Context: an optimization exercise on an open-source flow, tuned for small area, a short achievable clock period and few clock cycles. The choices shown serve that exercise and are no tape-out recipe.
Function was checked by simulation only, so behaviour that the tests miss may differ from the original.

## pine
// quad_photodiode_stepper_centering
module quad_photodiode_stepper_centering (
    input  logic                              aclk,
    input  logic                              aresetn,
    input  logic                              s_tvalid,
    output logic                              s_tready,
    input  logic [qpsc_pkg::IN_DATA_W-1:0]    s_tdata,   
    input  logic                              s_tuser,   
    output logic                              m_tvalid,
    input  logic                              m_tready,
    output logic [qpsc_pkg::OUT_DATA_W-1:0]   m_tdata,   
    input  logic                              cfg_we,
    input  logic [qpsc_pkg::CFG_IDX_W-1:0]    cfg_index,
    input  logic [qpsc_pkg::CFG_W-1:0]        cfg_wdata
);
Size: roughly 2500 cells after synthesis, about 98 I/O pins, about 0.025 mm^2 of cells after synthesis.
export LEC_CHECK = 0
export CAP_MARGIN = 20
export CORE_MARGIN = 2
export CORE_UTILIZATION = 70
export CTS_CLUSTER_DIAMETER = 150
export CTS_CLUSTER_SIZE = 20
export SLEW_MARGIN = 50
export SYNTH_HIERARCHICAL = 1
export SYNTH_MINIMUM_KEEP_SIZE = 0
create_clock -name core_clock -period 12.5 [get_ports {aclk}]
run.sh (not shown) runs the stock make flow with config.mk's settings and CLKGATE_MAP_FILE= SYNTH_SCRIPT=/design/flow/synth_recipe.tcl, a recipe that flattens the netlist after the stock synthesis.
Testbench counts of pine, summed over its fixed seeds: cycles 32,256.
diff inputs: pine => birch
-- flow/config.mk --
<<< pine, line 9
export CORE_MARGIN = 2
export CORE_UTILIZATION = 70
export CTS_CLUSTER_DIAMETER = 150
export CTS_CLUSTER_SIZE = 20
export SLEW_MARGIN = 50
export SYNTH_HIERARCHICAL = 1
>>> birch, line 9
export CORE_MARGIN = 2
export CORE_UTILIZATION = 60
export CTS_CLUSTER_DIAMETER = 150
export CTS_CLUSTER_SIZE = 20
export SLEW_MARGIN = 40
export SYNTH_HIERARCHICAL = 1
birch: length of routed met2 wiring about 6% above pine. pine -> birch: number of instances resized during post-cts repair delta 0, exact match. | final weighted congestion of routability-driven global placement | pine vs birch | ≈ equal |. Diff pine -> birch | die area | up by more than 10%. birch has depth of the most critical reg-to-reg path below what pine had. Critical path depth is lower on pine. On shortest period the worst path allows, birch does worse than pine. The higher wire length after detailed routing of birch and pine is in birch. birch: first-pass GRT wire length higher than pine. Summary of the comparison: critical path's largest stage delay is higher in birch, relative to pine.


run A:
Starting RTL as in the previous note.
make LEC_CHECK=0 CAP_MARGIN=20 CORE_MARGIN=2 CORE_UTILIZATION=70 CTS_CLUSTER_DIAMETER=150 CTS_CLUSTER_SIZE=20 SLEW_MARGIN=60 SYNTH_HIERARCHICAL=1 SYNTH_MINIMUM_KEEP_SIZE=0 finish   # period 12.5 ns
The final layout from run A, which completed every stage, passed the timing, DRC and antenna checks at the end of the flow.
Testbench counts of run A, summed over its fixed seeds: cycles 32,256.
Input-level comparison between run B and run A:
diff --git a/flow/config.mk b/flow/config.mk
--- a/flow/config.mk
+++ b/flow/config.mk
@@ -13 +13 @@
-export SLEW_MARGIN = 60
+export SLEW_MARGIN = 70
### Flow results
Run A and run B ended up with nearly the same total number of nets in the final design.
Multi-input combinational area share: run B vs run A — no meaningful difference
Per the comparison of run B with run A, overall via count from detail_route went up; final critical-path share of the clock period barely changed; number of detailed-routing iterations run before antenna repair moved up; cell area after layout rose 1.1%.
On clock latency on the worst-skew pair, run A and run B are neck and neck.
diff inputs: run B => run C
diff --git a/flow/config.mk b/flow/config.mk
--- a/flow/config.mk
+++ b/flow/config.mk
@@ -11,3 +11,3 @@
-export CTS_CLUSTER_DIAMETER = 150
-export CTS_CLUSTER_SIZE = 20
-export SLEW_MARGIN = 70
+export CTS_CLUSTER_DIAMETER = 200
+export CTS_CLUSTER_SIZE = 24
+export SLEW_MARGIN = 60
[summary]
- The utilization after layout in run C sits 1.1 points below the value recorded for run B.
- NOTE wire length run B->run C decreased slightly
- Compared with run B, in run C average wire per cell in the routed design decreased about 0.7%, cell area decreased about 1.4%.
- Setup slack, run C and run B: higher on run B
- Run C ends up with a count of clock buffers in the final design that is 2 lower than in run B.

-- port drivers added, routing unchanged --
Ports are ideal in the flow. The routed layouts listed here were re-timed in OpenROAD.
Step 1: set_driving_cell puts a clkbuf_16 on aclk and a buf_2 on each other input, an assumption about the parent block.
Step 2 also shifts input and output timing later by t, the mid clock arrival at the registers, as if the neighbouring blocks saw the same clock.
Slacks: ideal / step 1 / step 2; pairs: ideal / step 1.
| run | t (ns) | setup slack, ns | worst setup path after step 2 |
|---|---|---|---|
| pine | 0.554 | 8.372 / 8.319 / 7.867 | input to register |
| birch | 0.551 | 8.157 / 8.185 / 7.634 | input to register |
| run A | 0.560 | 8.377 / 8.322 / 7.859 | input to register |
| run B | 0.554 | 8.360 / 8.329 / 7.836 | input to register |
| run C | 0.547 | 8.356 / 8.333 / 7.838 | input to register |
After both steps setup and hold are still met in every run listed. For run B, which loses most, drivers alone change the setup slack by -0.031 ns; drivers and shift together by -0.524 ns.
